From an optimization exercise on the open Yosys and OpenROAD flow, aimed at small area, a short achievable clock period and few clock cycles per item; shortcuts taken in it are not production practice. Power is estimated from default activity; no workload was simulated.

Design pov_panel_top, start of the top module:
module pov_panel_top (
   input  logic                  clk_in,
   input  logic                  rst_in,
   input  logic                  host_req,
   input  logic                  host_sel,      
   input  logic [(1 + $clog2(8) + $clog2(16))-1:0] host_addr,     
   input  logic [(3 * 3)-1:0]  host_wdata,
   output logic                  host_ack,
   output logic [2:0]            rgb0,
   output logic [2:0]            rgb1,
   output logic                  led_clk,
   output logic                  led_latch,
   output logic                  led_output_enable,
   output logic [$clog2(8)-1:0]  hub75_address
);
   logic                  wr_en;
   logic [$clog2(8):0]    wr_ring;
   logic [(3 * 3)-1:0]  wr_data;
   logic                  pend_v;
   logic                  ctrl_enable;
   logic [8-1:0] ctrl_unit;
   logic [$clog2(16)-1:0]  ph;
   logic [$clog2(8)-1:0]  rd_row;
   logic [1:0]            rd_plane;
   logic [2:0]            rd_top;
  ...
==> module scan_sequencer, before the edit <==
module scan_sequencer (
   input  logic                  clk_in,
   input  logic                  rst_in,
   input  logic                  enable,
   input  logic                  pend_v,       
   input  logic                  lit_free,     
   input  logic [2:0]            rd_top,
   input  logic [2:0]            rd_bot,
   output logic [$clog2(16)-1:0]  ph,
   output logic [$clog2(8)-1:0]  rd_row,
   output logic [1:0]            rd_plane,
   output logic [1:0]            lat_plane,    
   output logic                  lat_load_n,   
   output logic [2:0]            rgb0,
   output logic [2:0]            rgb1,
   output logic                  led_clk,
   output logic                  led_latch,
   output logic [$clog2(8)-1:0]  hub75_address
);
   localparam logic [1:0] S_IDLE  = 2'd0;    
   localparam logic [1:0] S_SHIFT = 2'd1;    
   localparam logic [1:0] S_DONE  = 2'd2;    
   localparam logic [1:0] S_TURN2 = 2'd3;    
   logic [1:0]           sstate;
   logic                 shifting;
   logic                 turn;       
   logic [$clog2(8)-1:0] sh_row;     
   logic [1:0]           sh_plane;
   logic [$clog2(8)-1:0] lat_row;    
   logic                 fresh;      
   logic                 allowed;
   logic                 latch_now;
   logic                 start;
   logic [5:0]           col_q;
   assign shifting = (sstate == S_SHIFT) || (sstate == S_TURN2);
   assign turn     = (sstate == S_TURN2);
   assign rd_row   = sh_row;
   assign rd_plane = sh_plane;
   assign lat_plane = (sh_plane == 2'd0) ? 2'd2 : sh_plane - 1'b1;
   assign lat_row   = ((sh_plane == 2'd2) || (sh_plane == 2'd1 && sstate != S_DONE))
                      ? sh_row : sh_row - 1'b1;
   assign allowed   = (sh_plane != 2'd0) || (enable && !fresh);
   assign latch_now = (sstate == S_DONE) && lit_free;
   assign start     = (ph == '0) && allowed && ((sstate == S_IDLE) || latch_now);
   always_ff @(posedge clk_in) begin
      ph <= ph + 1'b1;
   end
   always_ff @(posedge clk_in) begin
      if (rst_in) begin
         sstate    <= S_IDLE;
         sh_row    <= '0;
         sh_plane  <= '0;
         led_clk    <= 1'b0;
         led_latch  <= 1'b0;
         lat_load_n <= 1'b1;
         fresh      <= 1'b1;
      end else begin
         led_clk    <= shifting && ph[0];
         led_latch  <= latch_now;
         lat_load_n <= !latch_now;
         if (!pend_v) fresh <= 1'b0;
         case (sstate)
            S_IDLE: begin
               if (start) sstate <= S_SHIFT;
            end
            S_SHIFT: begin
               if (ph == '1) sstate <= S_TURN2;
            end
            S_TURN2: begin
               if (ph == '1) begin
                  sstate <= S_DONE;
                  if (sh_plane == 2'd2) begin
                     sh_plane <= '0;
                     sh_row   <= sh_row + 1'b1;
                  end else begin
                     sh_plane <= sh_plane + 1'b1;
                  end
               end
            end
            S_DONE: begin
               if (latch_now) sstate <= start ? S_SHIFT : S_IDLE;
            end
            default: begin
               sstate <= S_IDLE;
            end
         endcase
      end
   end
   always_ff @(posedge clk_in) begin
      hub75_address <= lat_row;
   end
   always_ff @(posedge clk_in) begin
      col_q <= {rd_bot, rd_top};
      {rgb1, rgb0} <= turn ? {rd_bot, rd_top} : col_q;
   end
endmodule
clock: 8.0 ns
lec_check: 0
cap_margin: 20
core_margin: 2
core_utilization: 50
cts_buf_list: sky130_fd_sc_hd__clkbuf_16
cts_cluster_diameter: 100
cts_cluster_size: 30
setup_slack_margin: 5
slew_margin: 20
tns_end_percent: 100
standard.sh (not shown) runs the stock make flow with config.mk's settings and CLKGATE_MAP_FILE= SYNTH_SCRIPT=/design/flow/synth_recipe.tcl, a recipe that flattens the netlist after the stock synthesis.
==> flow/flow/run.sh <==
#!/bin/bash
set -euo pipefail
KNOBS="SETUP_SLACK_MARGIN=5.4 MATCH_CELL_FOOTPRINT=0"
bash standard.sh $KNOBS place > make_place.log 2>&1
PLACE_ODB=orfs/results/sky130hd/pov_panel_top/base/3_place.odb \
  openroad -no_init -exit flow/pin_flops.tcl > pin_flops.log 2>&1
bash standard.sh $KNOBS finish > make_finish.log 2>&1
==> flow/flow/pin_flops.tcl <==
# Move the flip-flop behind each output port's buffer next to that buffer,
# then legalise. Reads and rewrites the placed database named in PLACE_ODB.
read_db $::env(PLACE_ODB)
set block [ord::get_db_block]
set moved 0
foreach bterm [$block getBTerms] {
  if {[$bterm getIoType] ne "OUTPUT"} { continue }
  set net [$bterm getNet]
  set buf ""
  foreach it [$net getITerms] {
    if {[$it isOutputSignal]} { set buf [$it getInst] }
  }
  if {$buf eq ""} { continue }
  set in_net ""
  foreach it [$buf getITerms] {
    if {[$it isInputSignal] && [$it getNet] ne "NULL"} { set in_net [$it getNet] }
  }
  if {$in_net eq ""} { continue }
  set ff ""
  foreach it [$in_net getITerms] {
    if {[$it isOutputSignal]} { set ff [$it getInst] }
  }
  if {$ff eq ""} { continue }
  set mname [[$ff getMaster] getName]
  if {![string match "sky130_fd_sc_hd__*df*" $mname]} { continue }
  lassign [$buf getLocation] bx by
  $ff setLocation $bx $by
  $ff setPlacementStatus PLACED
  incr moved
  puts "moved [$ff getName] ($mname) to the buffer of [$bterm getName] at $bx $by"
}
puts "moved $moved flip-flops"
detailed_placement
check_placement -verbose
write_db $::env(PLACE_ODB)
Rerun with:
--- a/flow/design.v
+++ b/flow/design.v
@@ -117,11 +117,9 @@
 );
    localparam logic [1:0] S_IDLE  = 2'd0;    
    localparam logic [1:0] S_SHIFT = 2'd1;    
    localparam logic [1:0] S_DONE  = 2'd2;    
-   localparam logic [1:0] S_TURN2 = 2'd3;    
    logic [1:0]           sstate;
-   logic                 shifting;
    logic                 turn;       
    logic [$clog2(8)-1:0] sh_row;     
    logic [1:0]           sh_plane;
    logic [$clog2(8)-1:0] lat_row;    
@@ -129,10 +127,8 @@
    logic                 allowed;
    logic                 latch_now;
    logic                 start;
    logic [5:0]           col_q;
-   assign shifting = (sstate == S_SHIFT) || (sstate == S_TURN2);
-   assign turn     = (sstate == S_TURN2);
    assign rd_row   = sh_row;
    assign rd_plane = sh_plane;
    assign lat_plane = (sh_plane == 2'd0) ? 2'd2 : sh_plane - 1'b1;
    assign lat_row   = ((sh_plane == 2'd2) || (sh_plane == 2'd1 && sstate != S_DONE))
@@ -145,39 +141,46 @@
    end
    always_ff @(posedge clk_in) begin
       if (rst_in) begin
          sstate    <= S_IDLE;
+         turn      <= 1'b0;
          sh_row    <= '0;
          sh_plane  <= '0;
          led_clk    <= 1'b0;
          led_latch  <= 1'b0;
          lat_load_n <= 1'b1;
          fresh      <= 1'b1;
       end else begin
-         led_clk    <= shifting && ph[0];
+         led_clk    <= (sstate == S_SHIFT) && ph[0];
          led_latch  <= latch_now;
          lat_load_n <= !latch_now;
          if (!pend_v) fresh <= 1'b0;
          case (sstate)
             S_IDLE: begin
-               if (start) sstate <= S_SHIFT;
+               if (start) begin
+                  sstate <= S_SHIFT;
+                  turn   <= 1'b0;
+               end
             end
             S_SHIFT: begin
-               if (ph == '1) sstate <= S_TURN2;
-            end
-            S_TURN2: begin
                if (ph == '1) begin
-                  sstate <= S_DONE;
-                  if (sh_plane == 2'd2) begin
-                     sh_plane <= '0;
-                     sh_row   <= sh_row + 1'b1;
-                  end else begin
-                     sh_plane <= sh_plane + 1'b1;
+                  turn <= 1'b1;
+                  if (turn) begin
+                     sstate <= S_DONE;
+                     if (sh_plane == 2'd2) begin
+                        sh_plane <= '0;
+                        sh_row   <= sh_row + 1'b1;
+                     end else begin
+                        sh_plane <= sh_plane + 1'b1;
+                     end
                   end
                end
             end
             S_DONE: begin
-               if (latch_now) sstate <= start ? S_SHIFT : S_IDLE;
+               if (latch_now) begin
+                  sstate <= start ? S_SHIFT : S_IDLE;
+                  turn   <= 1'b0;
+               end
             end
             default: begin
                sstate <= S_IDLE;
             end
Effect: The changed run ran to the end with no violations. Via count went down by 0.74%. Power hardly moves. Critical path depth stays the same. Non-clock buffer count is lower by 23. First-iteration DRC count went down by about 16%. Clock power is higher by about 1%. Global-route usage grows by 0.11 points. Core utilization fell by 0.14 points. Routed wire length went down by about 0.4%. Synthesized area increases by about 0.4%. Worst hold slack gets worse by 0.0051 ns. Worst setup slack gets worse by 0.014 ns.
No run of this note included a check of the RTL's function; only the layout flow was run.

[what the ideal ports hide]
In the flow no input, the clock included, has a driving cell. The finished layouts below were timed again as built, in two steps. Step 1 (the two cells are an assumption about what drives the block):
set clk [get_ports {clk_in}]
set_driving_cell -lib_cell sky130_fd_sc_hd__clkbuf_16 $clk
set_driving_cell -lib_cell sky130_fd_sc_hd__buf_2 [delete_from_list [all_inputs] $clk]
Step 2 moves the port delays by t, midway between the first and last clock arrival at a register: inputs arrive t later, outputs are due t later. That takes back most of the time a late clock gives input paths. Three values: no drivers, after step 1, after step 2; two values: the first two.
| run | shift t [ns] | setup WS [ns] | worst data-port slew with drivers (ns) |
|---|---|---|---|
| the first run | 0.746 | 5.260 / 5.194 / 4.802 | 0.04 |
| the second run | 0.760 | 5.246 / 5.178 / 4.932 | 0.05 |
After both steps every run listed still meets setup and hold. The setup slack of the first run, which loses most, moves by -0.066 ns with the drivers and by -0.458 ns with both steps.
